What follows belongs to an exercise in optimizing a design on an open flow for small area, a short achievable clock period and few clock cycles per item; a production flow would make more cautious choices.
Where RTL was checked, it was by simulation tests only, not by an equivalence proof against the original.
The RTL of run 1 was laid out without a check of its function.
Power figures rest on the tool's default switching activity, not on a simulated workload.

==> flow/design.v, too long to show whole: its modules and the start of the top module <==
// module mac_csa: 1761 lines
// module mac_fin: 176 lines
// module mac_add: 507 lines
// module mac_ci: 80 lines
module mac_ci (
    input  logic        clk,
    input  logic        reset,
    input  logic        clk_en,
    input  logic        start,
    input  logic [2:0]  n,
    input  logic [31:0] dataa,
    input  logic [31:0] datab,
    output logic [31:0] result,
    output logic        done
);
  // ...
==> flow/flow/run.sh <==
#!/bin/bash
# Standard synthesis, then an inverter clean-up around the full-adder cells (fixinv.py),
# then the standard layout from the cleaned netlist.
set -euo pipefail
R=orfs/results/sky130hd/mac_ci/base
bash standard.sh synth > synth_std.log 2>&1
cp $R/1_2_yosys.v $R/1_2_yosys_std.v
python3 flow/fixinv.py $R/1_2_yosys_std.v $R/1_2_yosys.v > fixinv.log 2>&1
rm -f $R/1_synth.odb $R/1_synth.sdc
bash standard.sh "BUFFER_PORTS_ARGS=-buffer_cell sky130_fd_sc_hd__buf_2" finish > finish.log 2>&1
==> flow/flow/fixinv.py <==
#!/usr/bin/env python3
"""Polarity clean-up of a mapped sky130 netlist (written by yosys write_verilog -noattr).

A full adder is self-dual: fa(~a, ~b, ~c) = (~cout, ~sum). Yosys's extract_fa often picks
the inverted form of an adder and leaves inverters between adder cells. This script
chooses, for each fa cell, whether to use it in inverted form so that as few signals as
possible need an inverted copy, then removes every inverter and inserts one inverter per
signal that some sink needs inverted. The logic function of every output and register
input is unchanged; registers are untouched.

usage: fixinv.py IN.v OUT.v
"""
import re, sys, collections

src = open(sys.argv[1]).read()
lines = src.split('\n')

INV = re.compile(r'sky130_fd_sc_hd__(inv|clkinv)_\d+$')
FA = re.compile(r'sky130_fd_sc_hd__fa_\d+$')
OUTPINS = {'X', 'Y', 'Q', 'Q_N', 'SUM', 'COUT', 'HI', 'LO'}

# ---- parse module body into cells
head_re = re.compile(r'^\s*(sky130_fd_sc_hd__\w+)\s+(\\\S+|\S+)\s*\($')
pin_re = re.compile(r'^\s*\.(\w+)\((.*)\),?$')
cells = []          # [type, name, [(pin, net)], first_line, last_line]
i = 0
while i < len(lines):
    m = head_re.match(lines[i])
    if m:
        typ, name = m.group(1), m.group(2)
        pins = []
        j = i + 1
        while not lines[j].strip().startswith(');'):
            pm = pin_re.match(lines[j])
            assert pm, lines[j]
            nm = pm.group(2).strip()
            pins.append((pm.group(1), nm + ' ' if nm.startswith('\\') else nm))
            j += 1
        cells.append([typ, name, pins, i, j])
        i = j + 1
    else:
        i += 1

def is_out(typ, pin):
    return pin in OUTPINS

driver = {}                      # net -> (cell index, pin)
sinks = collections.defaultdict(list)   # net -> [(cell index, pin)]
for ci, (typ, name, pins, a, b) in enumerate(cells):
    for p, n in pins:
        if is_out(typ, p):
            driver[n] = (ci, p)
        else:
            sinks[n].append((ci, p))

inv_cells = {ci for ci, c in enumerate(cells) if INV.match(c[0])}
fa_cells = [ci for ci, c in enumerate(cells) if FA.match(c[0])]
XOR = re.compile(r'sky130_fd_sc_hd__x(n?)or2_(\d+)$')
xor_cells = [ci for ci, c in enumerate(cells) if XOR.match(c[0])]

def pin_net(ci, pin):
    for p, n in cells[ci][2]:
        if p == pin:
            return n
    raise KeyError

# root of a net through inverter chains: (root net, parity)
def root(n):
    par = 0
    while n in driver and driver[n][0] in inv_cells:
        n = pin_net(driver[n][0], 'A')
        par ^= 1
    return n, par

# every non-inverter sink pin: (cell, pin) -> (root, parity)
need = {}                        # (ci, pin) -> (root, parity)
for ci, c in enumerate(cells):
    if ci in inv_cells:
        continue
    for p, n in c[2]:
        if not is_out(c[0], p):
            need[(ci, p)] = root(n)
# module outputs driven through inverters: handled by keeping sinks list of port nets
port_out = set()
for l in lines:
    m = re.match(r'^\s*output\s+(\[[^\]]*\]\s*)?(\S+);', l)
    if m:
        port_out.add(m.group(2))
# nets that are ports (names); an inverter driving a port net must be kept as a sink
def base(n):
    return n.split('[')[0].lstrip('\\').strip()
port_sinks = []                  # (net driven by inverter that is an output port bit)
for ci in inv_cells:
    y = pin_net(ci, 'Y')
    if base(y) in port_out:
        port_sinks.append((y, root(y)))
assert not port_sinks, "inverter drives an output port; not handled"

fa_set = set(fa_cells) | set(xor_cells)
flip = {ci: 0 for ci in fa_set}
root_sinks = collections.defaultdict(list)   # root -> [(ci, pin, parity)]
for (ci, p), (r, par) in need.items():
    root_sinks[r].append((ci, p, par))

fa_in_set = set(fa_cells)
def drv_flip(r):
    d = driver.get(r)
    if d and d[0] in fa_set:
        return flip[d[0]]
    return 0

def root_cost(r):
    fd = drv_flip(r)
    for ci, p, par in root_sinks[r]:
        x = flip[ci] if ci in fa_in_set else 0
        if par ^ x ^ fd:
            return 1
    return 0

def fa_roots(ci):
    rs = set()
    for p, n in cells[ci][2]:
        if is_out(cells[ci][0], p):
            rs.add(n)
        elif ci in fa_in_set:
            rs.add(need[(ci, p)][0])
    return rs

before = sum(root_cost(r) for r in root_sinks)
improved = True
passes = 0
import random, math
rnd = random.Random(1)
nodes = sorted(fa_set)
roots_of = {ci: list(fa_roots(ci)) for ci in nodes}
cur = before
best = cur; best_flip = dict(flip)
T = 2.0
steps = 400000
for s in range(steps):
    T = 2.0 * (1 - s / steps) + 0.01
    ci = nodes[rnd.randrange(len(nodes))]
    rs = roots_of[ci]
    c0 = sum(root_cost(r) for r in rs)
    flip[ci] ^= 1
    c1 = sum(root_cost(r) for r in rs)
    d = c1 - c0
    if d <= 0 or rnd.random() < math.exp(-d / T):
        cur += d
        if cur < best:
            best = cur; best_flip = dict(flip)
    else:
        flip[ci] ^= 1
flip = best_flip
passes = steps
after = sum(root_cost(r) for r in root_sinks)

# ---- rewrite
inv_of = {}
new_cells = []
k = 0
def inv_net(r):
    global k
    if r not in inv_of:
        k += 1
        nn = f"_pfx{k}_"
        inv_of[r] = nn
        new_cells.append(f"  sky130_fd_sc_hd__inv_1 _pfxinv{k}_ (\n    .A({r}),\n    .Y({nn})\n  );")
    return inv_of[r]

newpin = {}
for (ci, p), (r, par) in need.items():
    x = flip[ci] if ci in fa_in_set else 0
    if par ^ x ^ drv_flip(r):
        newpin[(ci, p)] = inv_net(r)
    else:
        newpin[(ci, p)] = r

out = list(lines)
for ci in xor_cells:
    if flip[ci]:
        typ = cells[ci][0]
        m = XOR.match(typ)
        nt = f"sky130_fd_sc_hd__x{'' if m.group(1) else 'n'}or2_{m.group(2)}"
        a = cells[ci][3]
        out[a] = out[a].replace(typ, nt, 1)
        for li in range(a + 1, cells[ci][4]):
            pm = pin_re.match(lines[li])
            if pm.group(1) in ('X', 'Y'):
                comma = ',' if lines[li].rstrip().endswith(',') else ''
                nm = pm.group(2).strip()
                nm = nm + ' ' if nm.startswith('\\') else nm
                out[li] = f"    .{'Y' if m.group(1) == '' else 'X'}({nm}){comma}"

drop = set()
for ci in inv_cells:
    for l in range(cells[ci][3], cells[ci][4] + 1):
        drop.add(l)
for ci, (typ, name, pins, a, b) in enumerate(cells):
    if ci in inv_cells:
        continue
    for li in range(a + 1, b):
        pm = pin_re.match(lines[li])
        p = pm.group(1)
        if (ci, p) in newpin:
            comma = ',' if lines[li].rstrip().endswith(',') else ''
            out[li] = f"    .{p}({newpin[(ci, p)]}){comma}"
# declare new wires and add cells before endmodule
res = []
for li, l in enumerate(out):
    if li in drop:
        continue
    if l.strip() == 'endmodule':
        res.extend(new_cells)
    res.append(l)
# wire declarations right after the module header's port list (first 'wire' line)
for idx, l in enumerate(res):
    if re.match(r'^\s*wire\s', l):
        res[idx:idx] = [f"  wire _pfx{j}_;" for j in range(1, k + 1)]
        break
open(sys.argv[2], 'w').write('\n'.join(res))
print(f"fixinv: {len(inv_cells)} inverters before, {k} after "
      f"(root cost {before} -> {after}, {sum(flip.values())} of {len(fa_cells)} adders flipped, {passes} passes)")

if len(sys.argv) > 3:
    st = collections.Counter()
    for r, nn in inv_of.items():
        d = driver.get(r)
        dt = cells[d[0]][0].replace('sky130_fd_sc_hd__', '') + '.' + d[1] if d else 'port'
        sk = set()
        for ci, p, par in root_sinks[r]:
            x = flip[ci] if ci in fa_in_set else 0
            if par ^ x ^ drv_flip(r):
                sk.add(cells[ci][0].replace('sky130_fd_sc_hd__', ''))
        st[(dt, tuple(sorted(sk)))] += 1
    for kk, v in st.most_common(30):
        print(v, kk)
==> flow/standard.sh <==
#!/bin/bash
# synth_recipe.tcl (not shown) runs the flow's synth.tcl, then flattens the netlist and writes it again
# the make line also repeats each setting of config.mk as NAME=value (left out here)
make -C /OpenROAD-flow-scripts/flow DESIGN_CONFIG=/design/flow/config.mk WORK_HOME=/design/flow/orfs CLKGATE_MAP_FILE= SYNTH_SCRIPT=/design/flow/synth_recipe.tcl "${@:-finish}"
==> flow/config.mk <==
export PLATFORM = sky130hd
export DESIGN_NAME = mac_ci
export DESIGN_NICKNAME = mac_ci
export VERILOG_FILES = /design/flow/design.v
export SDC_FILE = /design/flow/constraint.sdc
export NUM_CORES = 4
export LEC_CHECK = 0
export ABC_AREA = 1
export CAP_MARGIN = 20
export CORE_MARGIN = 2
export CORE_UTILIZATION = 40
export SETUP_SLACK_MARGIN = 4.4
export SLEW_MARGIN = 20
==> flow/constraint.sdc <==
create_clock -name core_clock -period 10.0 [get_ports {clk}]
set_input_delay 2.0000 -clock core_clock [delete_from_list [all_inputs] [get_ports {clk}]]
set_output_delay 2.0000 -clock core_clock [all_outputs]
set_load 0.01 [all_outputs]
==> metrics.csv, run 1 <==
stage;metric;value;unit
timing;setup_tns;0;ps
cells_and_area;n_antenna_cell;0;
critical_path;cp_num_cells;25;
global_routing;top_usage_layer;met2;
timing;fin_crit;6360;ps
critical_path;startpoint_type;flip-flop;
cts;clock_latency;580;ps
power_and_ir_drop;maxPowerGroup;combinational logic;
critical_path;endpoint;result[6];
die;core-area;72800;µm²
detailed_routing;dr_wl_met2;49400;µm
status;status;timing/DRC/antenna clean;
cts;cts_tree;built;
worst_hold_path;min_from;acc_q[63];
worst_hold_path;holdPathEnd;cut_q[147];
critical_path;cp.buffers_inverters;4;
cts;cts_hold_buffers;0;
power_and_ir_drop;total_power;11.0;mW
placement;dp_hpwl;78600;µm
cells_and_area;multi_input_area_share;0.715;
cells_and_area;regArea;4400;µm²
detailed_routing;highest-signal-layer;met5;
die;die_h;275;µm
power_and_ir_drop;comb_power_share;0.756;
cells_and_area;inv_count;240;
power_and_ir_drop;leakagePower;13.6;nW
synth;avgSynthCellArea;9.34;µm²
worst_hold_path;min_path_type;flip-flop to flip-flop;
==> module mac_add, before the edit <==
module mac_add (
    input  logic [64:0] x,
    input  logic [64:0] y,
    output logic [64:0] sum
);
    wire t1 = x[0] ^ y[0];
    wire t2 = x[1] ^ y[1];
    wire t3 = x[2] ^ y[2];
    wire t4 = x[3] ^ y[3];
    wire t5 = x[4] ^ y[4];
    wire t6 = x[5] ^ y[5];
    wire t7 = x[6] ^ y[6];
    wire t8 = x[7] ^ y[7];
    wire t9 = x[8] ^ y[8];
    wire t10 = x[9] ^ y[9];
    wire t11 = x[10] ^ y[10];
    wire t12 = x[11] ^ y[11];
    wire t13 = x[12] ^ y[12];
    wire t14 = x[13] ^ y[13];
    wire t15 = x[14] ^ y[14];
    wire t16 = x[15] ^ y[15];
    wire t17 = x[16] ^ y[16];
    wire t18 = x[17] ^ y[17];
    wire t19 = x[18] ^ y[18];
    wire t20 = x[19] ^ y[19];
    wire t21 = x[20] ^ y[20];
    wire t22 = x[21] ^ y[21];
    wire t23 = x[22] ^ y[22];
    wire t24 = x[23] ^ y[23];
    wire t25 = x[24] ^ y[24];
    wire t26 = x[25] ^ y[25];
    wire t27 = x[26] ^ y[26];
    wire t28 = x[27] ^ y[27];
    wire t29 = x[28] ^ y[28];
    wire t30 = x[29] ^ y[29];
    wire t31 = x[30] ^ y[30];
    wire t32 = x[31] ^ y[31];
    wire t33 = x[32] ^ y[32];
    wire t34 = x[33] ^ y[33];
    wire t35 = x[34] ^ y[34];
    wire t36 = x[35] ^ y[35];
    wire t37 = x[36] ^ y[36];
    wire t38 = x[37] ^ y[37];
    wire t39 = x[38] ^ y[38];
    wire t40 = x[39] ^ y[39];
    wire t41 = x[40] ^ y[40];
    wire t42 = x[41] ^ y[41];
    wire t43 = x[42] ^ y[42];
    wire t44 = x[43] ^ y[43];
    wire t45 = x[44] ^ y[44];
    wire t46 = x[45] ^ y[45];
    wire t47 = x[46] ^ y[46];
    wire t48 = x[47] ^ y[47];
    wire t49 = x[48] ^ y[48];
    wire t50 = x[49] ^ y[49];
    wire t51 = x[50] ^ y[50];
    wire t52 = x[51] ^ y[51];
    wire t53 = x[52] ^ y[52];
    wire t54 = x[53] ^ y[53];
    wire t55 = x[54] ^ y[54];
    wire t56 = x[55] ^ y[55];
    wire t57 = x[56] ^ y[56];
    wire t58 = x[57] ^ y[57];
    wire t59 = x[58] ^ y[58];
    wire t60 = x[59] ^ y[59];
    wire t61 = x[60] ^ y[60];
    wire t62 = x[61] ^ y[61];
    wire t63 = x[62] ^ y[62];
    wire t64 = x[63] ^ y[63];
    wire t65 = x[64] ^ y[64];
    wire t66 = x[0] & y[0];
    wire t67 = x[1] & y[1];
    wire t68 = x[2] & y[2];
    wire t69 = x[3] & y[3];
    wire t70 = x[4] & y[4];
    wire t71 = x[5] & y[5];
    wire t72 = x[6] & y[6];
    wire t73 = x[7] & y[7];
    wire t74 = x[8] & y[8];
    wire t75 = x[9] & y[9];
    wire t76 = x[10] & y[10];
    wire t77 = x[11] & y[11];
    wire t78 = x[12] & y[12];
    wire t79 = x[13] & y[13];
    wire t80 = x[14] & y[14];
    wire t81 = x[15] & y[15];
    wire t82 = x[16] & y[16];
    wire t83 = x[17] & y[17];
    wire t84 = x[18] & y[18];
    wire t85 = x[19] & y[19];
    wire t86 = x[20] & y[20];
    wire t87 = x[21] & y[21];
    wire t88 = x[22] & y[22];
    wire t89 = x[23] & y[23];
    wire t90 = x[24] & y[24];
    wire t91 = x[25] & y[25];
    wire t92 = x[26] & y[26];
    wire t93 = x[27] & y[27];
    wire t94 = x[28] & y[28];
    wire t95 = x[29] & y[29];
    wire t96 = x[30] & y[30];
    wire t97 = x[31] & y[31];
    wire t98 = x[32] & y[32];
    wire t99 = x[33] & y[33];
    wire t100 = x[34] & y[34];
    wire t101 = x[35] & y[35];
    wire t102 = x[36] & y[36];
    wire t103 = x[37] & y[37];
    wire t104 = x[38] & y[38];
    wire t105 = x[39] & y[39];
    wire t106 = x[40] & y[40];
    wire t107 = x[41] & y[41];
    wire t108 = x[42] & y[42];
    wire t109 = x[43] & y[43];
    wire t110 = x[44] & y[44];
    wire t111 = x[45] & y[45];
    wire t112 = x[46] & y[46];
    wire t113 = x[47] & y[47];
    wire t114 = x[48] & y[48];
    wire t115 = x[49] & y[49];
    wire t116 = x[50] & y[50];
    wire t117 = x[51] & y[51];
    wire t118 = x[52] & y[52];
    wire t119 = x[53] & y[53];
    wire t120 = x[54] & y[54];
    wire t121 = x[55] & y[55];
    wire t122 = x[56] & y[56];
    wire t123 = x[57] & y[57];
    wire t124 = x[58] & y[58];
    wire t125 = x[59] & y[59];
    wire t126 = x[60] & y[60];
    wire t127 = x[61] & y[61];
    wire t128 = x[62] & y[62];
    wire t129 = x[63] & y[63];
    wire t130 = x[64] & y[64];
    wire t131 = t67 | (t2 & t66);
    wire t132 = t2 & t1;
    wire t133 = t69 | (t4 & t68);
    wire t134 = t4 & t3;
    wire t135 = t71 | (t6 & t70);
    wire t136 = t6 & t5;
    wire t137 = t73 | (t8 & t72);
    wire t138 = t8 & t7;
    wire t139 = t75 | (t10 & t74);
    wire t140 = t10 & t9;
    wire t141 = t77 | (t12 & t76);
    wire t142 = t12 & t11;
    wire t143 = t79 | (t14 & t78);
    wire t144 = t14 & t13;
    wire t145 = t81 | (t16 & t80);
    wire t146 = t16 & t15;
    wire t147 = t83 | (t18 & t82);
    wire t148 = t18 & t17;
    wire t149 = t85 | (t20 & t84);
    wire t150 = t20 & t19;
    wire t151 = t87 | (t22 & t86);
    wire t152 = t22 & t21;
    wire t153 = t89 | (t24 & t88);
    wire t154 = t24 & t23;
    wire t155 = t91 | (t26 & t90);
    wire t156 = t26 & t25;
    wire t157 = t93 | (t28 & t92);
    wire t158 = t28 & t27;
    wire t159 = t95 | (t30 & t94);
    wire t160 = t30 & t29;
    wire t161 = t97 | (t32 & t96);
    wire t162 = t32 & t31;
    wire t163 = t99 | (t34 & t98);
    wire t164 = t34 & t33;
    wire t165 = t101 | (t36 & t100);
    wire t166 = t36 & t35;
    wire t167 = t103 | (t38 & t102);
    wire t168 = t38 & t37;
    wire t169 = t105 | (t40 & t104);
    wire t170 = t40 & t39;
    wire t171 = t107 | (t42 & t106);
    wire t172 = t42 & t41;
    wire t173 = t109 | (t44 & t108);
    wire t174 = t44 & t43;
    wire t175 = t111 | (t46 & t110);
    wire t176 = t46 & t45;
    wire t177 = t113 | (t48 & t112);
    wire t178 = t48 & t47;
    wire t179 = t115 | (t50 & t114);
    wire t180 = t50 & t49;
    wire t181 = t117 | (t52 & t116);
    wire t182 = t52 & t51;
    wire t183 = t119 | (t54 & t118);
    wire t184 = t54 & t53;
    wire t185 = t121 | (t56 & t120);
    wire t186 = t56 & t55;
    wire t187 = t123 | (t58 & t122);
    wire t188 = t58 & t57;
    wire t189 = t125 | (t60 & t124);
    wire t190 = t60 & t59;
    wire t191 = t127 | (t62 & t126);
    wire t192 = t62 & t61;
    wire t193 = t129 | (t64 & t128);
    wire t194 = t64 & t63;
    wire t195 = t133 | (t134 & t131);
    wire t196 = t134 & t132;
    wire t197 = t137 | (t138 & t135);
    wire t198 = t138 & t136;
    wire t199 = t141 | (t142 & t139);
    wire t200 = t142 & t140;
    wire t201 = t145 | (t146 & t143);
    wire t202 = t146 & t144;
    wire t203 = t149 | (t150 & t147);
    wire t204 = t150 & t148;
    wire t205 = t153 | (t154 & t151);
    wire t206 = t154 & t152;
    wire t207 = t157 | (t158 & t155);
    wire t208 = t158 & t156;
    wire t209 = t161 | (t162 & t159);
    wire t210 = t162 & t160;
    wire t211 = t165 | (t166 & t163);
    wire t212 = t166 & t164;
    wire t213 = t169 | (t170 & t167);
    wire t214 = t170 & t168;
    wire t215 = t173 | (t174 & t171);
    wire t216 = t174 & t172;
    wire t217 = t177 | (t178 & t175);
    wire t218 = t178 & t176;
    wire t219 = t181 | (t182 & t179);
    wire t220 = t182 & t180;
    wire t221 = t185 | (t186 & t183);
    wire t222 = t186 & t184;
    wire t223 = t189 | (t190 & t187);
    wire t224 = t190 & t188;
    wire t225 = t193 | (t194 & t191);
    wire t226 = t194 & t192;
    wire t227 = t197 | (t198 & t195);
    wire t228 = t198 & t196;
    wire t229 = t201 | (t202 & t199);
    wire t230 = t202 & t200;
    wire t231 = t205 | (t206 & t203);
    wire t232 = t206 & t204;
    wire t233 = t209 | (t210 & t207);
    wire t234 = t210 & t208;
    wire t235 = t213 | (t214 & t211);
    wire t236 = t214 & t212;
    wire t237 = t217 | (t218 & t215);
    wire t238 = t218 & t216;
    wire t239 = t221 | (t222 & t219);
    wire t240 = t222 & t220;
    wire t241 = t225 | (t226 & t223);
    wire t242 = t226 & t224;
    wire t243 = t229 | (t230 & t227);
    wire t244 = t230 & t228;
    wire t245 = t233 | (t234 & t231);
    wire t246 = t234 & t232;
    wire t247 = t237 | (t238 & t235);
    wire t248 = t238 & t236;
    wire t249 = t241 | (t242 & t239);
    wire t250 = t242 & t240;
    wire t251 = t245 | (t246 & t243);
    wire t252 = t246 & t244;
    wire t253 = t249 | (t250 & t247);
    wire t254 = t250 & t248;
    wire t255 = t253 | (t254 & t251);
    wire t256 = t254 & t252;
    wire t257 = t247 | (t248 & t251);
    wire t258 = t248 & t252;
    wire t259 = t231 | (t232 & t243);
    wire t260 = t232 & t244;
    wire t261 = t235 | (t236 & t251);
    wire t262 = t236 & t252;
    wire t263 = t239 | (t240 & t257);
    wire t264 = t240 & t258;
    wire t265 = t199 | (t200 & t227);
    wire t266 = t200 & t228;
    wire t267 = t203 | (t204 & t243);
    wire t268 = t204 & t244;
    wire t269 = t207 | (t208 & t259);
    wire t270 = t208 & t260;
    wire t271 = t211 | (t212 & t251);
    wire t272 = t212 & t252;
    wire t273 = t215 | (t216 & t261);
    wire t274 = t216 & t262;
    wire t275 = t219 | (t220 & t257);
    wire t276 = t220 & t258;
    wire t277 = t223 | (t224 & t263);
    wire t278 = t224 & t264;
    wire t279 = t135 | (t136 & t195);
    wire t280 = t136 & t196;
    wire t281 = t139 | (t140 & t227);
    wire t282 = t140 & t228;
    wire t283 = t143 | (t144 & t265);
    wire t284 = t144 & t266;
    wire t285 = t147 | (t148 & t243);
    wire t286 = t148 & t244;
    wire t287 = t151 | (t152 & t267);
    wire t288 = t152 & t268;
    wire t289 = t155 | (t156 & t259);
    wire t290 = t156 & t260;
    wire t291 = t159 | (t160 & t269);
    wire t292 = t160 & t270;
    wire t293 = t163 | (t164 & t251);
    wire t294 = t164 & t252;
    wire t295 = t167 | (t168 & t271);
    wire t296 = t168 & t272;
    wire t297 = t171 | (t172 & t261);
    wire t298 = t172 & t262;
    wire t299 = t175 | (t176 & t273);
    wire t300 = t176 & t274;
    wire t301 = t179 | (t180 & t257);
    wire t302 = t180 & t258;
    wire t303 = t183 | (t184 & t275);
    wire t304 = t184 & t276;
    wire t305 = t187 | (t188 & t263);
    wire t306 = t188 & t264;
    wire t307 = t191 | (t192 & t277);
    wire t308 = t192 & t278;
    wire t309 = t68 | (t3 & t131);
    wire t310 = t3 & t132;
    wire t311 = t70 | (t5 & t195);
    wire t312 = t5 & t196;
    wire t313 = t72 | (t7 & t279);
    wire t314 = t7 & t280;
    wire t315 = t74 | (t9 & t227);
    wire t316 = t9 & t228;
    wire t317 = t76 | (t11 & t281);
    wire t318 = t11 & t282;
    wire t319 = t78 | (t13 & t265);
    wire t320 = t13 & t266;
    wire t321 = t80 | (t15 & t283);
    wire t322 = t15 & t284;
    wire t323 = t82 | (t17 & t243);
    wire t324 = t17 & t244;
    wire t325 = t84 | (t19 & t285);
    wire t326 = t19 & t286;
    wire t327 = t86 | (t21 & t267);
    wire t328 = t21 & t268;
    wire t329 = t88 | (t23 & t287);
    wire t330 = t23 & t288;
    wire t331 = t90 | (t25 & t259);
    wire t332 = t25 & t260;
    wire t333 = t92 | (t27 & t289);
    wire t334 = t27 & t290;
    wire t335 = t94 | (t29 & t269);
    wire t336 = t29 & t270;
    wire t337 = t96 | (t31 & t291);
    wire t338 = t31 & t292;
    wire t339 = t98 | (t33 & t251);
    wire t340 = t33 & t252;
    wire t341 = t100 | (t35 & t293);
    wire t342 = t35 & t294;
    wire t343 = t102 | (t37 & t271);
    wire t344 = t37 & t272;
    wire t345 = t104 | (t39 & t295);
    wire t346 = t39 & t296;
    wire t347 = t106 | (t41 & t261);
    wire t348 = t41 & t262;
    wire t349 = t108 | (t43 & t297);
    wire t350 = t43 & t298;
    wire t351 = t110 | (t45 & t273);
    wire t352 = t45 & t274;
    wire t353 = t112 | (t47 & t299);
    wire t354 = t47 & t300;
    wire t355 = t114 | (t49 & t257);
    wire t356 = t49 & t258;
    wire t357 = t116 | (t51 & t301);
    wire t358 = t51 & t302;
    wire t359 = t118 | (t53 & t275);
    wire t360 = t53 & t276;
    wire t361 = t120 | (t55 & t303);
    wire t362 = t55 & t304;
    wire t363 = t122 | (t57 & t263);
    wire t364 = t57 & t264;
    wire t365 = t124 | (t59 & t305);
    wire t366 = t59 & t306;
    wire t367 = t126 | (t61 & t277);
    wire t368 = t61 & t278;
    wire t369 = t128 | (t63 & t307);
    wire t370 = t63 & t308;
    wire t371 = t130 | (t65 & t255);
    wire t372 = t65 & t256;
    wire t373 = t2 ^ t66;
    wire t374 = t3 ^ t131;
    wire t375 = t4 ^ t309;
    wire t376 = t5 ^ t195;
    wire t377 = t6 ^ t311;
    wire t378 = t7 ^ t279;
    wire t379 = t8 ^ t313;
    wire t380 = t9 ^ t227;
    wire t381 = t10 ^ t315;
    wire t382 = t11 ^ t281;
    wire t383 = t12 ^ t317;
    wire t384 = t13 ^ t265;
    wire t385 = t14 ^ t319;
    wire t386 = t15 ^ t283;
    wire t387 = t16 ^ t321;
    wire t388 = t17 ^ t243;
    wire t389 = t18 ^ t323;
    wire t390 = t19 ^ t285;
    wire t391 = t20 ^ t325;
    wire t392 = t21 ^ t267;
    wire t393 = t22 ^ t327;
    wire t394 = t23 ^ t287;
    wire t395 = t24 ^ t329;
    wire t396 = t25 ^ t259;
    wire t397 = t26 ^ t331;
    wire t398 = t27 ^ t289;
    wire t399 = t28 ^ t333;
    wire t400 = t29 ^ t269;
    wire t401 = t30 ^ t335;
    wire t402 = t31 ^ t291;
    wire t403 = t32 ^ t337;
    wire t404 = t33 ^ t251;
    wire t405 = t34 ^ t339;
    wire t406 = t35 ^ t293;
    wire t407 = t36 ^ t341;
    wire t408 = t37 ^ t271;
    wire t409 = t38 ^ t343;
    wire t410 = t39 ^ t295;
    wire t411 = t40 ^ t345;
    wire t412 = t41 ^ t261;
    wire t413 = t42 ^ t347;
    wire t414 = t43 ^ t297;
    wire t415 = t44 ^ t349;
    wire t416 = t45 ^ t273;
    wire t417 = t46 ^ t351;
    wire t418 = t47 ^ t299;
    wire t419 = t48 ^ t353;
    wire t420 = t49 ^ t257;
    wire t421 = t50 ^ t355;
    wire t422 = t51 ^ t301;
    wire t423 = t52 ^ t357;
    wire t424 = t53 ^ t275;
    wire t425 = t54 ^ t359;
    wire t426 = t55 ^ t303;
    wire t427 = t56 ^ t361;
    wire t428 = t57 ^ t263;
    wire t429 = t58 ^ t363;
    wire t430 = t59 ^ t305;
    wire t431 = t60 ^ t365;
    wire t432 = t61 ^ t277;
    wire t433 = t62 ^ t367;
    wire t434 = t63 ^ t307;
    wire t435 = t64 ^ t369;
    wire t436 = t65 ^ t255;
    assign sum[0] = t1;
    assign sum[1] = t373;
    assign sum[2] = t374;
    assign sum[3] = t375;
    assign sum[4] = t376;
    assign sum[5] = t377;
    assign sum[6] = t378;
    assign sum[7] = t379;
    assign sum[8] = t380;
    assign sum[9] = t381;
    assign sum[10] = t382;
    assign sum[11] = t383;
    assign sum[12] = t384;
    assign sum[13] = t385;
    assign sum[14] = t386;
    assign sum[15] = t387;
    assign sum[16] = t388;
    assign sum[17] = t389;
    assign sum[18] = t390;
    assign sum[19] = t391;
    assign sum[20] = t392;
    assign sum[21] = t393;
    assign sum[22] = t394;
    assign sum[23] = t395;
    assign sum[24] = t396;
    assign sum[25] = t397;
    assign sum[26] = t398;
    assign sum[27] = t399;
    assign sum[28] = t400;
    assign sum[29] = t401;
    assign sum[30] = t402;
    assign sum[31] = t403;
    assign sum[32] = t404;
    assign sum[33] = t405;
    assign sum[34] = t406;
    assign sum[35] = t407;
    assign sum[36] = t408;
    assign sum[37] = t409;
    assign sum[38] = t410;
    assign sum[39] = t411;
    assign sum[40] = t412;
    assign sum[41] = t413;
    assign sum[42] = t414;
    assign sum[43] = t415;
    assign sum[44] = t416;
    assign sum[45] = t417;
    assign sum[46] = t418;
    assign sum[47] = t419;
    assign sum[48] = t420;
    assign sum[49] = t421;
    assign sum[50] = t422;
    assign sum[51] = t423;
    assign sum[52] = t424;
    assign sum[53] = t425;
    assign sum[54] = t426;
    assign sum[55] = t427;
    assign sum[56] = t428;
    assign sum[57] = t429;
    assign sum[58] = t430;
    assign sum[59] = t431;
    assign sum[60] = t432;
    assign sum[61] = t433;
    assign sum[62] = t434;
    assign sum[63] = t435;
    assign sum[64] = t436;
endmodule
==> run 2, diff against run 1 <==
--- a/flow/design.v
+++ b/flow/design.v
@@ -2143,313 +2143,457 @@
     wire t192 = t62 & t61;
     wire t193 = t129 | (t64 & t128);
     wire t194 = t64 & t63;
-    wire t195 = t133 | (t134 & t131);
-    wire t196 = t134 & t132;
-    wire t197 = t137 | (t138 & t135);
-    wire t198 = t138 & t136;
-    wire t199 = t141 | (t142 & t139);
-    wire t200 = t142 & t140;
-    wire t201 = t145 | (t146 & t143);
-    wire t202 = t146 & t144;
-    wire t203 = t149 | (t150 & t147);
-    wire t204 = t150 & t148;
-    wire t205 = t153 | (t154 & t151);
-    wire t206 = t154 & t152;
-    wire t207 = t157 | (t158 & t155);
-    wire t208 = t158 & t156;
-    wire t209 = t161 | (t162 & t159);
-    wire t210 = t162 & t160;
-    wire t211 = t165 | (t166 & t163);
-    wire t212 = t166 & t164;
-    wire t213 = t169 | (t170 & t167);
-    wire t214 = t170 & t168;
-    wire t215 = t173 | (t174 & t171);
-    wire t216 = t174 & t172;
-    wire t217 = t177 | (t178 & t175);
-    wire t218 = t178 & t176;
-    wire t219 = t181 | (t182 & t179);
-    wire t220 = t182 & t180;
-    wire t221 = t185 | (t186 & t183);
-    wire t222 = t186 & t184;
-    wire t223 = t189 | (t190 & t187);
-    wire t224 = t190 & t188;
-    wire t225 = t193 | (t194 & t191);
-    wire t226 = t194 & t192;
-    wire t227 = t197 | (t198 & t195);
-    wire t228 = t198 & t196;
-    wire t229 = t201 | (t202 & t199);
-    wire t230 = t202 & t200;
-    wire t231 = t205 | (t206 & t203);
-    wire t232 = t206 & t204;
-    wire t233 = t209 | (t210 & t207);
-    wire t234 = t210 & t208;
-    wire t235 = t213 | (t214 & t211);
-    wire t236 = t214 & t212;
-    wire t237 = t217 | (t218 & t215);
-    wire t238 = t218 & t216;
-    wire t239 = t221 | (t222 & t219);
-    wire t240 = t222 & t220;
-    wire t241 = t225 | (t226 & t223);
-    wire t242 = t226 & t224;
-    wire t243 = t229 | (t230 & t227);
-    wire t244 = t230 & t228;
-    wire t245 = t233 | (t234 & t231);
-    wire t246 = t234 & t232;
-    wire t247 = t237 | (t238 & t235);
-    wire t248 = t238 & t236;
-    wire t249 = t241 | (t242 & t239);
-    wire t250 = t242 & t240;
-    wire t251 = t245 | (t246 & t243);
-    wire t252 = t246 & t244;
-    wire t253 = t249 | (t250 & t247);
-    wire t254 = t250 & t248;
-    wire t255 = t253 | (t254 & t251);
-    wire t256 = t254 & t252;
-    wire t257 = t247 | (t248 & t251);
-    wire t258 = t248 & t252;
-    wire t259 = t231 | (t232 & t243);
-    wire t260 = t232 & t244;
-    wire t261 = t235 | (t236 & t251);
-    wire t262 = t236 & t252;
-    wire t263 = t239 | (t240 & t257);
-    wire t264 = t240 & t258;
-    wire t265 = t199 | (t200 & t227);
-    wire t266 = t200 & t228;
-    wire t267 = t203 | (t204 & t243);
-    wire t268 = t204 & t244;
-    wire t269 = t207 | (t208 & t259);
-    wire t270 = t208 & t260;
-    wire t271 = t211 | (t212 & t251);
-    wire t272 = t212 & t252;
-    wire t273 = t215 | (t216 & t261);
-    wire t274 = t216 & t262;
-    wire t275 = t219 | (t220 & t257);
-    wire t276 = t220 & t258;
-    wire t277 = t223 | (t224 & t263);
-    wire t278 = t224 & t264;
-    wire t279 = t135 | (t136 & t195);
-    wire t280 = t136 & t196;
-    wire t281 = t139 | (t140 & t227);
-    wire t282 = t140 & t228;
-    wire t283 = t143 | (t144 & t265);
-    wire t284 = t144 & t266;
-    wire t285 = t147 | (t148 & t243);
-    wire t286 = t148 & t244;
-    wire t287 = t151 | (t152 & t267);
-    wire t288 = t152 & t268;
-    wire t289 = t155 | (t156 & t259);
-    wire t290 = t156 & t260;
-    wire t291 = t159 | (t160 & t269);
-    wire t292 = t160 & t270;
-    wire t293 = t163 | (t164 & t251);
-    wire t294 = t164 & t252;
-    wire t295 = t167 | (t168 & t271);
-    wire t296 = t168 & t272;
-    wire t297 = t171 | (t172 & t261);
-    wire t298 = t172 & t262;
-    wire t299 = t175 | (t176 & t273);
-    wire t300 = t176 & t274;
-    wire t301 = t179 | (t180 & t257);
-    wire t302 = t180 & t258;
-    wire t303 = t183 | (t184 & t275);
-    wire t304 = t184 & t276;
-    wire t305 = t187 | (t188 & t263);
-    wire t306 = t188 & t264;
-    wire t307 = t191 | (t192 & t277);
-    wire t308 = t192 & t278;
-    wire t309 = t68 | (t3 & t131);
-    wire t310 = t3 & t132;
-    wire t311 = t70 | (t5 & t195);
-    wire t312 = t5 & t196;
-    wire t313 = t72 | (t7 & t279);
-    wire t314 = t7 & t280;
-    wire t315 = t74 | (t9 & t227);
-    wire t316 = t9 & t228;
-    wire t317 = t76 | (t11 & t281);
-    wire t318 = t11 & t282;
-    wire t319 = t78 | (t13 & t265);
-    wire t320 = t13 & t266;
-    wire t321 = t80 | (t15 & t283);
-    wire t322 = t15 & t284;
-    wire t323 = t82 | (t17 & t243);
-    wire t324 = t17 & t244;
-    wire t325 = t84 | (t19 & t285);
-    wire t326 = t19 & t286;
-    wire t327 = t86 | (t21 & t267);
-    wire t328 = t21 & t268;
-    wire t329 = t88 | (t23 & t287);
-    wire t330 = t23 & t288;
-    wire t331 = t90 | (t25 & t259);
-    wire t332 = t25 & t260;
-    wire t333 = t92 | (t27 & t289);
-    wire t334 = t27 & t290;
-    wire t335 = t94 | (t29 & t269);
-    wire t336 = t29 & t270;
-    wire t337 = t96 | (t31 & t291);
-    wire t338 = t31 & t292;
-    wire t339 = t98 | (t33 & t251);
-    wire t340 = t33 & t252;
-    wire t341 = t100 | (t35 & t293);
-    wire t342 = t35 & t294;
-    wire t343 = t102 | (t37 & t271);
-    wire t344 = t37 & t272;
-    wire t345 = t104 | (t39 & t295);
-    wire t346 = t39 & t296;
-    wire t347 = t106 | (t41 & t261);
-    wire t348 = t41 & t262;
-    wire t349 = t108 | (t43 & t297);
-    wire t350 = t43 & t298;
-    wire t351 = t110 | (t45 & t273);
-    wire t352 = t45 & t274;
-    wire t353 = t112 | (t47 & t299);
-    wire t354 = t47 & t300;
-    wire t355 = t114 | (t49 & t257);
-    wire t356 = t49 & t258;
-    wire t357 = t116 | (t51 & t301);
-    wire t358 = t51 & t302;
-    wire t359 = t118 | (t53 & t275);
-    wire t360 = t53 & t276;
-    wire t361 = t120 | (t55 & t303);
-    wire t362 = t55 & t304;
-    wire t363 = t122 | (t57 & t263);
-    wire t364 = t57 & t264;
-    wire t365 = t124 | (t59 & t305);
-    wire t366 = t59 & t306;
-    wire t367 = t126 | (t61 & t277);
-    wire t368 = t61 & t278;
-    wire t369 = t128 | (t63 & t307);
-    wire t370 = t63 & t308;
-    wire t371 = t130 | (t65 & t255);
-    wire t372 = t65 & t256;
-    wire t373 = t2 ^ t66;
-    wire t374 = t3 ^ t131;
-    wire t375 = t4 ^ t309;
-    wire t376 = t5 ^ t195;
-    wire t377 = t6 ^ t311;
-    wire t378 = t7 ^ t279;
-    wire t379 = t8 ^ t313;
-    wire t380 = t9 ^ t227;
-    wire t381 = t10 ^ t315;
-    wire t382 = t11 ^ t281;
-    wire t383 = t12 ^ t317;
-    wire t384 = t13 ^ t265;
-    wire t385 = t14 ^ t319;
-    wire t386 = t15 ^ t283;
-    wire t387 = t16 ^ t321;
-    wire t388 = t17 ^ t243;
-    wire t389 = t18 ^ t323;
-    wire t390 = t19 ^ t285;
-    wire t391 = t20 ^ t325;
-    wire t392 = t21 ^ t267;
-    wire t393 = t22 ^ t327;
-    wire t394 = t23 ^ t287;
-    wire t395 = t24 ^ t329;
-    wire t396 = t25 ^ t259;
-    wire t397 = t26 ^ t331;
-    wire t398 = t27 ^ t289;
-    wire t399 = t28 ^ t333;
-    wire t400 = t29 ^ t269;
-    wire t401 = t30 ^ t335;
-    wire t402 = t31 ^ t291;
-    wire t403 = t32 ^ t337;
-    wire t404 = t33 ^ t251;
-    wire t405 = t34 ^ t339;
-    wire t406 = t35 ^ t293;
-    wire t407 = t36 ^ t341;
-    wire t408 = t37 ^ t271;
-    wire t409 = t38 ^ t343;
-    wire t410 = t39 ^ t295;
-    wire t411 = t40 ^ t345;
-    wire t412 = t41 ^ t261;
-    wire t413 = t42 ^ t347;
-    wire t414 = t43 ^ t297;
-    wire t415 = t44 ^ t349;
-    wire t416 = t45 ^ t273;
-    wire t417 = t46 ^ t351;
-    wire t418 = t47 ^ t299;
-    wire t419 = t48 ^ t353;
-    wire t420 = t49 ^ t257;
-    wire t421 = t50 ^ t355;
-    wire t422 = t51 ^ t301;
-    wire t423 = t52 ^ t357;
-    wire t424 = t53 ^ t275;
-    wire t425 = t54 ^ t359;
-    wire t426 = t55 ^ t303;
-    wire t427 = t56 ^ t361;
-    wire t428 = t57 ^ t263;
-    wire t429 = t58 ^ t363;
-    wire t430 = t59 ^ t305;
-    wire t431 = t60 ^ t365;
-    wire t432 = t61 ^ t277;
-    wire t433 = t62 ^ t367;
-    wire t434 = t63 ^ t307;
-    wire t435 = t64 ^ t369;
-    wire t436 = t65 ^ t255;
+    wire t195 = t68 | (t3 & t131);
+    wire t196 = t3 & t132;
+    wire t197 = t133 | (t134 & t131);
+    wire t198 = t134 & t132;
+    wire t199 = t72 | (t7 & t135);
+    wire t200 = t7 & t136;
+    wire t201 = t137 | (t138 & t135);
+    wire t202 = t138 & t136;
+    wire t203 = t76 | (t11 & t139);
+    wire t204 = t11 & t140;
+    wire t205 = t141 | (t142 & t139);
+    wire t206 = t142 & t140;
+    wire t207 = t80 | (t15 & t143);
+    wire t208 = t15 & t144;
+    wire t209 = t145 | (t146 & t143);
+    wire t210 = t146 & t144;
+    wire t211 = t84 | (t19 & t147);
+    wire t212 = t19 & t148;
+    wire t213 = t149 | (t150 & t147);
+    wire t214 = t150 & t148;
+    wire t215 = t88 | (t23 & t151);
+    wire t216 = t23 & t152;
+    wire t217 = t153 | (t154 & t151);
+    wire t218 = t154 & t152;
+    wire t219 = t92 | (t27 & t155);
+    wire t220 = t27 & t156;
+    wire t221 = t157 | (t158 & t155);
+    wire t222 = t158 & t156;
+    wire t223 = t96 | (t31 & t159);
+    wire t224 = t31 & t160;
+    wire t225 = t161 | (t162 & t159);
+    wire t226 = t162 & t160;
+    wire t227 = t100 | (t35 & t163);
+    wire t228 = t35 & t164;
+    wire t229 = t165 | (t166 & t163);
+    wire t230 = t166 & t164;
+    wire t231 = t104 | (t39 & t167);
+    wire t232 = t39 & t168;
+    wire t233 = t169 | (t170 & t167);
+    wire t234 = t170 & t168;
+    wire t235 = t108 | (t43 & t171);
+    wire t236 = t43 & t172;
+    wire t237 = t173 | (t174 & t171);
+    wire t238 = t174 & t172;
+    wire t239 = t112 | (t47 & t175);
+    wire t240 = t47 & t176;
+    wire t241 = t177 | (t178 & t175);
+    wire t242 = t178 & t176;
+    wire t243 = t116 | (t51 & t179);
+    wire t244 = t51 & t180;
+    wire t245 = t181 | (t182 & t179);
+    wire t246 = t182 & t180;
+    wire t247 = t120 | (t55 & t183);
+    wire t248 = t55 & t184;
+    wire t249 = t185 | (t186 & t183);
+    wire t250 = t186 & t184;
+    wire t251 = t124 | (t59 & t187);
+    wire t252 = t59 & t188;
+    wire t253 = t189 | (t190 & t187);
+    wire t254 = t190 & t188;
+    wire t255 = t128 | (t63 & t191);
+    wire t256 = t63 & t192;
+    wire t257 = t193 | (t194 & t191);
+    wire t258 = t194 & t192;
+    wire t259 = t70 | (t5 & t197);
+    wire t260 = t5 & t198;
+    wire t261 = t135 | (t136 & t197);
+    wire t262 = t136 & t198;
+    wire t263 = t199 | (t200 & t197);
+    wire t264 = t200 & t198;
+    wire t265 = t201 | (t202 & t197);
+    wire t266 = t202 & t198;
+    wire t267 = t78 | (t13 & t205);
+    wire t268 = t13 & t206;
+    wire t269 = t143 | (t144 & t205);
+    wire t270 = t144 & t206;
+    wire t271 = t207 | (t208 & t205);
+    wire t272 = t208 & t206;
+    wire t273 = t209 | (t210 & t205);
+    wire t274 = t210 & t206;
+    wire t275 = t86 | (t21 & t213);
+    wire t276 = t21 & t214;
+    wire t277 = t151 | (t152 & t213);
+    wire t278 = t152 & t214;
+    wire t279 = t215 | (t216 & t213);
+    wire t280 = t216 & t214;
+    wire t281 = t217 | (t218 & t213);
+    wire t282 = t218 & t214;
+    wire t283 = t94 | (t29 & t221);
+    wire t284 = t29 & t222;
+    wire t285 = t159 | (t160 & t221);
+    wire t286 = t160 & t222;
+    wire t287 = t223 | (t224 & t221);
+    wire t288 = t224 & t222;
+    wire t289 = t225 | (t226 & t221);
+    wire t290 = t226 & t222;
+    wire t291 = t102 | (t37 & t229);
+    wire t292 = t37 & t230;
+    wire t293 = t167 | (t168 & t229);
+    wire t294 = t168 & t230;
+    wire t295 = t231 | (t232 & t229);
+    wire t296 = t232 & t230;
+    wire t297 = t233 | (t234 & t229);
+    wire t298 = t234 & t230;
+    wire t299 = t110 | (t45 & t237);
+    wire t300 = t45 & t238;
+    wire t301 = t175 | (t176 & t237);
+    wire t302 = t176 & t238;
+    wire t303 = t239 | (t240 & t237);
+    wire t304 = t240 & t238;
+    wire t305 = t241 | (t242 & t237);
+    wire t306 = t242 & t238;
+    wire t307 = t118 | (t53 & t245);
+    wire t308 = t53 & t246;
+    wire t309 = t183 | (t184 & t245);
+    wire t310 = t184 & t246;
+    wire t311 = t247 | (t248 & t245);
+    wire t312 = t248 & t246;
+    wire t313 = t249 | (t250 & t245);
+    wire t314 = t250 & t246;
+    wire t315 = t126 | (t61 & t253);
+    wire t316 = t61 & t254;
+    wire t317 = t191 | (t192 & t253);
+    wire t318 = t192 & t254;
+    wire t319 = t255 | (t256 & t253);
+    wire t320 = t256 & t254;
+    wire t321 = t257 | (t258 & t253);
+    wire t322 = t258 & t254;
+    wire t323 = t74 | (t9 & t265);
+    wire t324 = t9 & t266;
+    wire t325 = t139 | (t140 & t265);
+    wire t326 = t140 & t266;
+    wire t327 = t203 | (t204 & t265);
+    wire t328 = t204 & t266;
+    wire t329 = t205 | (t206 & t265);
+    wire t330 = t206 & t266;
+    wire t331 = t267 | (t268 & t265);
+    wire t332 = t268 & t266;
+    wire t333 = t269 | (t270 & t265);
+    wire t334 = t270 & t266;
+    wire t335 = t271 | (t272 & t265);
+    wire t336 = t272 & t266;
+    wire t337 = t273 | (t274 & t265);
+    wire t338 = t274 & t266;
+    wire t339 = t90 | (t25 & t281);
+    wire t340 = t25 & t282;
+    wire t341 = t155 | (t156 & t281);
+    wire t342 = t156 & t282;
+    wire t343 = t219 | (t220 & t281);
+    wire t344 = t220 & t282;
+    wire t345 = t221 | (t222 & t281);
+    wire t346 = t222 & t282;
+    wire t347 = t283 | (t284 & t281);
+    wire t348 = t284 & t282;
+    wire t349 = t285 | (t286 & t281);
+    wire t350 = t286 & t282;
+    wire t351 = t287 | (t288 & t281);
+    wire t352 = t288 & t282;
+    wire t353 = t289 | (t290 & t281);
+    wire t354 = t290 & t282;
+    wire t355 = t106 | (t41 & t297);
+    wire t356 = t41 & t298;
+    wire t357 = t171 | (t172 & t297);
+    wire t358 = t172 & t298;
+    wire t359 = t235 | (t236 & t297);
+    wire t360 = t236 & t298;
+    wire t361 = t237 | (t238 & t297);
+    wire t362 = t238 & t298;
+    wire t363 = t299 | (t300 & t297);
+    wire t364 = t300 & t298;
+    wire t365 = t301 | (t302 & t297);
+    wire t366 = t302 & t298;
+    wire t367 = t303 | (t304 & t297);
+    wire t368 = t304 & t298;
+    wire t369 = t305 | (t306 & t297);
+    wire t370 = t306 & t298;
+    wire t371 = t122 | (t57 & t313);
+    wire t372 = t57 & t314;
+    wire t373 = t187 | (t188 & t313);
+    wire t374 = t188 & t314;
+    wire t375 = t251 | (t252 & t313);
+    wire t376 = t252 & t314;
+    wire t377 = t253 | (t254 & t313);
+    wire t378 = t254 & t314;
+    wire t379 = t315 | (t316 & t313);
+    wire t380 = t316 & t314;
+    wire t381 = t317 | (t318 & t313);
+    wire t382 = t318 & t314;
+    wire t383 = t319 | (t320 & t313);
+    wire t384 = t320 & t314;
+    wire t385 = t321 | (t322 & t313);
+    wire t386 = t322 & t314;
+    wire t387 = t82 | (t17 & t337);
+    wire t388 = t17 & t338;
+    wire t389 = t147 | (t148 & t337);
+    wire t390 = t148 & t338;
+    wire t391 = t211 | (t212 & t337);
+    wire t392 = t212 & t338;
+    wire t393 = t213 | (t214 & t337);
+    wire t394 = t214 & t338;
+    wire t395 = t275 | (t276 & t337);
+    wire t396 = t276 & t338;
+    wire t397 = t277 | (t278 & t337);
+    wire t398 = t278 & t338;
+    wire t399 = t279 | (t280 & t337);
+    wire t400 = t280 & t338;
+    wire t401 = t281 | (t282 & t337);
+    wire t402 = t282 & t338;
+    wire t403 = t339 | (t340 & t337);
+    wire t404 = t340 & t338;
+    wire t405 = t341 | (t342 & t337);
+    wire t406 = t342 & t338;
+    wire t407 = t343 | (t344 & t337);
+    wire t408 = t344 & t338;
+    wire t409 = t345 | (t346 & t337);
+    wire t410 = t346 & t338;
+    wire t411 = t347 | (t348 & t337);
+    wire t412 = t348 & t338;
+    wire t413 = t349 | (t350 & t337);
+    wire t414 = t350 & t338;
+    wire t415 = t351 | (t352 & t337);
+    wire t416 = t352 & t338;
+    wire t417 = t353 | (t354 & t337);
+    wire t418 = t354 & t338;
+    wire t419 = t114 | (t49 & t369);
+    wire t420 = t49 & t370;
+    wire t421 = t179 | (t180 & t369);
+    wire t422 = t180 & t370;
+    wire t423 = t243 | (t244 & t369);
+    wire t424 = t244 & t370;
+    wire t425 = t245 | (t246 & t369);
+    wire t426 = t246 & t370;
+    wire t427 = t307 | (t308 & t369);
+    wire t428 = t308 & t370;
+    wire t429 = t309 | (t310 & t369);
+    wire t430 = t310 & t370;
+    wire t431 = t311 | (t312 & t369);
+    wire t432 = t312 & t370;
+    wire t433 = t313 | (t314 & t369);
+    wire t434 = t314 & t370;
+    wire t435 = t371 | (t372 & t369);
+    wire t436 = t372 & t370;
+    wire t437 = t373 | (t374 & t369);
+    wire t438 = t374 & t370;
+    wire t439 = t375 | (t376 & t369);
+    wire t440 = t376 & t370;
+    wire t441 = t377 | (t378 & t369);
+    wire t442 = t378 & t370;
+    wire t443 = t379 | (t380 & t369);
+    wire t444 = t380 & t370;
+    wire t445 = t381 | (t382 & t369);
+    wire t446 = t382 & t370;
+    wire t447 = t383 | (t384 & t369);
+    wire t448 = t384 & t370;
+    wire t449 = t385 | (t386 & t369);
+    wire t450 = t386 & t370;
+    wire t451 = t98 | (t33 & t417);
+    wire t452 = t33 & t418;
+    wire t453 = t163 | (t164 & t417);
+    wire t454 = t164 & t418;
+    wire t455 = t227 | (t228 & t417);
+    wire t456 = t228 & t418;
+    wire t457 = t229 | (t230 & t417);
+    wire t458 = t230 & t418;
+    wire t459 = t291 | (t292 & t417);
+    wire t460 = t292 & t418;
+    wire t461 = t293 | (t294 & t417);
+    wire t462 = t294 & t418;
+    wire t463 = t295 | (t296 & t417);
+    wire t464 = t296 & t418;
+    wire t465 = t297 | (t298 & t417);
+    wire t466 = t298 & t418;
+    wire t467 = t355 | (t356 & t417);
+    wire t468 = t356 & t418;
+    wire t469 = t357 | (t358 & t417);
+    wire t470 = t358 & t418;
+    wire t471 = t359 | (t360 & t417);
+    wire t472 = t360 & t418;
+    wire t473 = t361 | (t362 & t417);
+    wire t474 = t362 & t418;
+    wire t475 = t363 | (t364 & t417);
+    wire t476 = t364 & t418;
+    wire t477 = t365 | (t366 & t417);
+    wire t478 = t366 & t418;
+    wire t479 = t367 | (t368 & t417);
+    wire t480 = t368 & t418;
+    wire t481 = t369 | (t370 & t417);
+    wire t482 = t370 & t418;
+    wire t483 = t419 | (t420 & t417);
+    wire t484 = t420 & t418;
+    wire t485 = t421 | (t422 & t417);
+    wire t486 = t422 & t418;
+    wire t487 = t423 | (t424 & t417);
+    wire t488 = t424 & t418;
+    wire t489 = t425 | (t426 & t417);
+    wire t490 = t426 & t418;
+    wire t491 = t427 | (t428 & t417);
+    wire t492 = t428 & t418;
+    wire t493 = t429 | (t430 & t417);
+    wire t494 = t430 & t418;
+    wire t495 = t431 | (t432 & t417);
+    wire t496 = t432 & t418;
+    wire t497 = t433 | (t434 & t417);
+    wire t498 = t434 & t418;
+    wire t499 = t435 | (t436 & t417);
+    wire t500 = t436 & t418;
+    wire t501 = t437 | (t438 & t417);
+    wire t502 = t438 & t418;
+    wire t503 = t439 | (t440 & t417);
+    wire t504 = t440 & t418;
+    wire t505 = t441 | (t442 & t417);
+    wire t506 = t442 & t418;
+    wire t507 = t443 | (t444 & t417);
+    wire t508 = t444 & t418;
+    wire t509 = t445 | (t446 & t417);
+    wire t510 = t446 & t418;
+    wire t511 = t447 | (t448 & t417);
+    wire t512 = t448 & t418;
+    wire t513 = t449 | (t450 & t417);
+    wire t514 = t450 & t418;
+    wire t515 = t130 | (t65 & t513);
+    wire t516 = t65 & t514;
+    wire t517 = t2 ^ t66;
+    wire t518 = t3 ^ t131;
+    wire t519 = t4 ^ t195;
+    wire t520 = t5 ^ t197;
+    wire t521 = t6 ^ t259;
+    wire t522 = t7 ^ t261;
+    wire t523 = t8 ^ t263;
+    wire t524 = t9 ^ t265;
+    wire t525 = t10 ^ t323;
+    wire t526 = t11 ^ t325;
+    wire t527 = t12 ^ t327;
+    wire t528 = t13 ^ t329;
+    wire t529 = t14 ^ t331;
+    wire t530 = t15 ^ t333;
+    wire t531 = t16 ^ t335;
+    wire t532 = t17 ^ t337;
+    wire t533 = t18 ^ t387;
+    wire t534 = t19 ^ t389;
+    wire t535 = t20 ^ t391;
+    wire t536 = t21 ^ t393;
+    wire t537 = t22 ^ t395;
+    wire t538 = t23 ^ t397;
+    wire t539 = t24 ^ t399;
+    wire t540 = t25 ^ t401;
+    wire t541 = t26 ^ t403;
+    wire t542 = t27 ^ t405;
+    wire t543 = t28 ^ t407;
+    wire t544 = t29 ^ t409;
+    wire t545 = t30 ^ t411;
+    wire t546 = t31 ^ t413;
+    wire t547 = t32 ^ t415;
+    wire t548 = t33 ^ t417;
+    wire t549 = t34 ^ t451;
+    wire t550 = t35 ^ t453;
+    wire t551 = t36 ^ t455;
+    wire t552 = t37 ^ t457;
+    wire t553 = t38 ^ t459;
+    wire t554 = t39 ^ t461;
+    wire t555 = t40 ^ t463;
+    wire t556 = t41 ^ t465;
+    wire t557 = t42 ^ t467;
+    wire t558 = t43 ^ t469;
+    wire t559 = t44 ^ t471;
+    wire t560 = t45 ^ t473;
+    wire t561 = t46 ^ t475;
+    wire t562 = t47 ^ t477;
+    wire t563 = t48 ^ t479;
+    wire t564 = t49 ^ t481;
+    wire t565 = t50 ^ t483;
+    wire t566 = t51 ^ t485;
+    wire t567 = t52 ^ t487;
+    wire t568 = t53 ^ t489;
+    wire t569 = t54 ^ t491;
+    wire t570 = t55 ^ t493;
+    wire t571 = t56 ^ t495;
+    wire t572 = t57 ^ t497;
+    wire t573 = t58 ^ t499;
+    wire t574 = t59 ^ t501;
+    wire t575 = t60 ^ t503;
+    wire t576 = t61 ^ t505;
+    wire t577 = t62 ^ t507;
+    wire t578 = t63 ^ t509;
+    wire t579 = t64 ^ t511;
+    wire t580 = t65 ^ t513;
     assign sum[0] = t1;
-    assign sum[1] = t373;
-    assign sum[2] = t374;
-    assign sum[3] = t375;
-    assign sum[4] = t376;
-    assign sum[5] = t377;
-    assign sum[6] = t378;
-    assign sum[7] = t379;
-    assign sum[8] = t380;
-    assign sum[9] = t381;
-    assign sum[10] = t382;
-    assign sum[11] = t383;
-    assign sum[12] = t384;
-    assign sum[13] = t385;
-    assign sum[14] = t386;
-    assign sum[15] = t387;
-    assign sum[16] = t388;
-    assign sum[17] = t389;
-    assign sum[18] = t390;
-    assign sum[19] = t391;
-    assign sum[20] = t392;
-    assign sum[21] = t393;
-    assign sum[22] = t394;
-    assign sum[23] = t395;
-    assign sum[24] = t396;
-    assign sum[25] = t397;
-    assign sum[26] = t398;
-    assign sum[27] = t399;
-    assign sum[28] = t400;
-    assign sum[29] = t401;
-    assign sum[30] = t402;
-    assign sum[31] = t403;
-    assign sum[32] = t404;
-    assign sum[33] = t405;
-    assign sum[34] = t406;
-    assign sum[35] = t407;
-    assign sum[36] = t408;
-    assign sum[37] = t409;
-    assign sum[38] = t410;
-    assign sum[39] = t411;
-    assign sum[40] = t412;
-    assign sum[41] = t413;
-    assign sum[42] = t414;
-    assign sum[43] = t415;
-    assign sum[44] = t416;
-    assign sum[45] = t417;
-    assign sum[46] = t418;
-    assign sum[47] = t419;
-    assign sum[48] = t420;
-    assign sum[49] = t421;
-    assign sum[50] = t422;
-    assign sum[51] = t423;
-    assign sum[52] = t424;
-    assign sum[53] = t425;
-    assign sum[54] = t426;
-    assign sum[55] = t427;
-    assign sum[56] = t428;
-    assign sum[57] = t429;
-    assign sum[58] = t430;
-    assign sum[59] = t431;
-    assign sum[60] = t432;
-    assign sum[61] = t433;
-    assign sum[62] = t434;
-    assign sum[63] = t435;
-    assign sum[64] = t436;
+    assign sum[1] = t517;
+    assign sum[2] = t518;
+    assign sum[3] = t519;
+    assign sum[4] = t520;
+    assign sum[5] = t521;
+    assign sum[6] = t522;
+    assign sum[7] = t523;
+    assign sum[8] = t524;
+    assign sum[9] = t525;
+    assign sum[10] = t526;
+    assign sum[11] = t527;
+    assign sum[12] = t528;
+    assign sum[13] = t529;
+    assign sum[14] = t530;
+    assign sum[15] = t531;
+    assign sum[16] = t532;
+    assign sum[17] = t533;
+    assign sum[18] = t534;
+    assign sum[19] = t535;
+    assign sum[20] = t536;
+    assign sum[21] = t537;
+    assign sum[22] = t538;
+    assign sum[23] = t539;
+    assign sum[24] = t540;
+    assign sum[25] = t541;
+    assign sum[26] = t542;
+    assign sum[27] = t543;
+    assign sum[28] = t544;
+    assign sum[29] = t545;
+    assign sum[30] = t546;
+    assign sum[31] = t547;
+    assign sum[32] = t548;
+    assign sum[33] = t549;
+    assign sum[34] = t550;
+    assign sum[35] = t551;
+    assign sum[36] = t552;
+    assign sum[37] = t553;
+    assign sum[38] = t554;
+    assign sum[39] = t555;
+    assign sum[40] = t556;
+    assign sum[41] = t557;
+    assign sum[42] = t558;
+    assign sum[43] = t559;
+    assign sum[44] = t560;
+    assign sum[45] = t561;
+    assign sum[46] = t562;
+    assign sum[47] = t563;
+    assign sum[48] = t564;
+    assign sum[49] = t565;
+    assign sum[50] = t566;
+    assign sum[51] = t567;
+    assign sum[52] = t568;
+    assign sum[53] = t569;
+    assign sum[54] = t570;
+    assign sum[55] = t571;
+    assign sum[56] = t572;
+    assign sum[57] = t573;
+    assign sum[58] = t574;
+    assign sum[59] = t575;
+    assign sum[60] = t576;
+    assign sum[61] = t577;
+    assign sum[62] = t578;
+    assign sum[63] = t579;
+    assign sum[64] = t580;
 endmodule
 import mac_ci_pkg::*;
 module mac_ci (
==> run 2 against run 1 <==
  * Setup slack improved by 570 ps
  * Highest routed layer unchanged
  * Sequential power fell by 5%
  * Power rose by 12%
  * Critical endpoint is now result[22]
  * Synthesized cell count rose by 3.4%
  * Area after synthesis rose by 1.3%
  * Core utilization rose by 1.1 points
  * Sequential cell count did not move
  * Combinational power rose by 17%
  * Die area rose by 1.3%
  * Clock power barely moved
  * Largest cell class unchanged
  * Count of clock-buffer cells in the layout fell by 1
==> metrics.csv, run 2 <==
stage;metric;value;unit;change
die;initial_utilization;0.402;;
critical_path;critPathMaxFanout;4;;
die;die_h;277;µm;+0.64%
critical_path;rrSetupSlack;6120;ps;
critical_path;reg2reg_from;cut_q[53];;
cells_and_area;mostFrequentLayoutCells;o22ai_1, fa_1, xor2_1;;
die;rows;100;;
cells_and_area;top_register;cut_q;;
power_and_ir_drop;ir_drop;209;µV;
detailed_routing;vias;26269;;
global_routing;antenna_found_initial;4;;
critical_path;crit_type;flip-flop to output pin;;
detailed_routing;drt-total-wl;120000;µm;
synth;synth_fp_nets;3935;;
synth;syn_inst;3257;;
cts;clock_path_buffers;3;;
timing;fin_crit;5790;ps;-568 ps
critical_path;cp_cell_sequence;fa_2 > ha_4 > nand2_2 > nand2_2 > nand2_2 > nand2_2 > nand2_2 > nand2_2 > a21oi_4 > nand2_8 > buf_6 > a21oi_4 > nand3_4 > nand2_4 > clkinvlp_4 > buf_6 > nand2_4 > nand3_4 > buf_6;;
timing;slew_headroom;0.403;;
detailed_routing;drc;0;;
die;dieArea;76700;µm²;
synth;avgSynthCellArea;9.15;µm²;-2.1%
global_routing;grt_pass1_wl;177000;µm;
critical_path;cp_data_arrival_time;3790;ps;
cts;cts_tree;built;;
synth;yosysWarnings;1;;
timing;hold_violations;0;;
worst_hold_path;holdPathEnd;cut_q[147];;
timing;skew;29.1;ps;
placement;place_ws;2960;ps;
placement;dp_hpwl;77600;µm;-1.2%
timing;setup_viol;0;;
global_routing;grt_pass1_vias;26602;;
die;core-area;74100;µm²;+1.7%
timing;hold_slack;393;ps;
critical_path;critPathMaxStageDelay;630;ps;
placement;io_buffers;103;;
timing;setup_tns;0;ps;unchanged
critical_path;cp-end-kind;output pin;;
critical_path;path_delay_family;simple AND/OR/NAND/NOR gates;;
critical_path;reg2regPathDepth;23;;
detailed_routing;dr.first_iter.drc_count;3477;;
power_and_ir_drop;powerDensity;356;nW/µm²;
cells_and_area;postLayoutCoreUtil;0.465;;
global_routing;grt_max_degree;80;;
timing;finalCritPeriodShare;0.579;;
cts;cts-root-buf;clkbuf_16;;
cts;htree_levels;1;;
critical_path;cp.buffers_inverters;4;;unchanged
timing;rsz0062_at_grt;true;;
flow_run;drv_cap;0;;
timing;maxSlewViolCount;0;;
detailed_routing;viasPerCell;6.14;;
cts;clock_latency;610;ps;+30 ps
power_and_ir_drop;leakagePower;14.4;nW;+5.7%
cells_and_area;final_nets;3966;;
detailed_routing;ant_nets;0;;
worst_hold_path;whs_path_depth;1;;
cells_and_area;largest_reg_flops;148;;
timing;finalWorstSetupSlack;4210;ps;
placement;gp_congestion;0.929;;
detailed_routing;wire_per_inst;28.0;µm;
global_routing;grt_use_total;0.308;;
timing;tightest_slew;895;ps;
worst_hold_path;min_from;acc_q[63];;
synth;syn-cell-area;29800;µm²;
cts;cts.clk_slew.worst_paths;60;ps;
cells_and_area;syn_to_final_growth;15.7;%;
worst_hold_path;min_path_type;flip-flop to flip-flop;;
cells_and_area;reg_top3;cut_q: 148 flops, acc_q: 64 flops;;
global_routing;grt-ovfl-total;0;;
status;status;timing/DRC/antenna clean;;
detailed_routing;firstDrtPassIters;7;;
cts;cts_num_sinks;218;;
critical_path;cpMaxStageDelayCell;fa_2;;
cts;cts_hold_buffers;0;;unchanged
critical_path;startpoint_type;flip-flop;;
critical_path;cp.required;8000;ps;
power_and_ir_drop;total_power;12.3;mW;+12%
critical_path;crit_top_cell;nand2_2;;
die;io_pins;104;;
cells_and_area;final_common_cell;o22ai_1;;
timing;fmax;173;MHz;
die;die_x;277;µm;
cells_and_area;drive_gt1_frac;0.170;;
critical_path;r2r_end;acc_q[36];;
cts;cts-buffers-inserted;29;;
==> run 2: layer usage <==
metal	share of wire	wire, µm	global-route usage
met1	0.38	44900	0.404
met3	0.14	16700	0.103
met2	0.42	50100	0.448
met4	0.066	7880	0.166
met5	0.00023	28	0
==> run 2: worst max-delay path by stage <==
stage / to / depth (start not counted) / startpoint / slack [ps]
2_1_floorplan: cut_q[109] / 11 / datab[19] / 4370
6_report: result[22] / 19 / cut_q[53] / 4210
3_5_place_dp: cut_q[47] / 12 / datab[7] / 2960
3_3_place_gp: cut_q[45] / 12 / datab[15] / 3040
4_1_cts: result[29] / 19 / cut_q[66] / 4220
5_1_grt: result[2] / 19 / cut_q[56] / 4100
==> run 2: stage by stage <==
| step | cells | instance area, µm² |
|---|---|---|
| floorplan | 3257 | 29800 |
| global placement | 4131 | 31200 |
| detailed placement | 4131 | 31200 |
| CTS | 4256 | 33700 |
| global route | 4279 | 34500 |
| finish | 4280 | 34500 |
==> run 2: layout make-up <==
class                           instances  area [µm²]
Timing Repair Buffer                  286        2420
Fill cell                            7024       39600
Antenna cell                            1        2.50
Tap cell                              969        1210
Multi-Input combinational cell       2509       24500
Clock buffer                           36         802
Inverter                              244         943
Clock inverter                         17         224
Sequential cell                       218        4410
==> run 2: power breakdown <==
| part | total, mW | internal [mW] | switching [mW] |
|---|---|---|---|
| Clock | 1.12 | 0.674 | 0.446 |
| Combinational | 9.66 | 4.11 | 5.55 |
| Sequential | 1.50 | 1.33 | 0.174 |
| Total | 12.3 | 6.11 | 6.17 |
==> run 2: worst reg2reg max path, stage by stage (launching register included) <==
cell and delay (ps):
dfxtp_2 320, fa_2 630, ha_4 240, nand2_2 60
nand2_2 80, nand2_2 80, nand2_2 70, nand2_2 70
nand2_2 60, a21oi_4 190, nand2_8 80, buf_6 140
a21oi_4 200, buf_6 140, clkinvlp_4 70, buf_6 140
nand2_8 80, buf_12 140, buf_4 120, buf_4 100
nand2_1 40, inv_1 70, buf_4 460, a21oi_1 180
==> run 2: repair_timing <==
action / CTS / global route
pin swaps: 24 / 49
setup endpoints to repair: 130 / 99
gates resized for setup: 156 / 141
cloned: 8 / 1
buffers inserted: 64 / 22
Testbench counts of run 2, summed over its fixed seeds: cycles 9,658, ops 4,829.

## what the ideal ports hide
No port has a modelled driver above. Below, the same layouts with a new extraction and two added sets of constraints.
Step 1 assumes that a clkbuf_16 drives the clock port and a buf_2 every other input.
Step 2, shift: input delay + t, output delay - t, t = (earliest + latest rising clock arrival at the registers) / 2. This alone moves slack from input paths to output paths.
a / b / c = no drivers / after step 1 / after step 2; a / b = the first two.
run	t (ns)	setup slack, ns	pins driven straight from the clock port
run 1	0.625	3.639 / 3.579 / 3.839	1
run 2	0.652	4.207 / 4.147 / 3.810	1
After both steps every run listed still meets setup and hold. The setup slack of run 2, which loses most, moves by -0.060 ns with the drivers and by -0.397 ns with both steps.
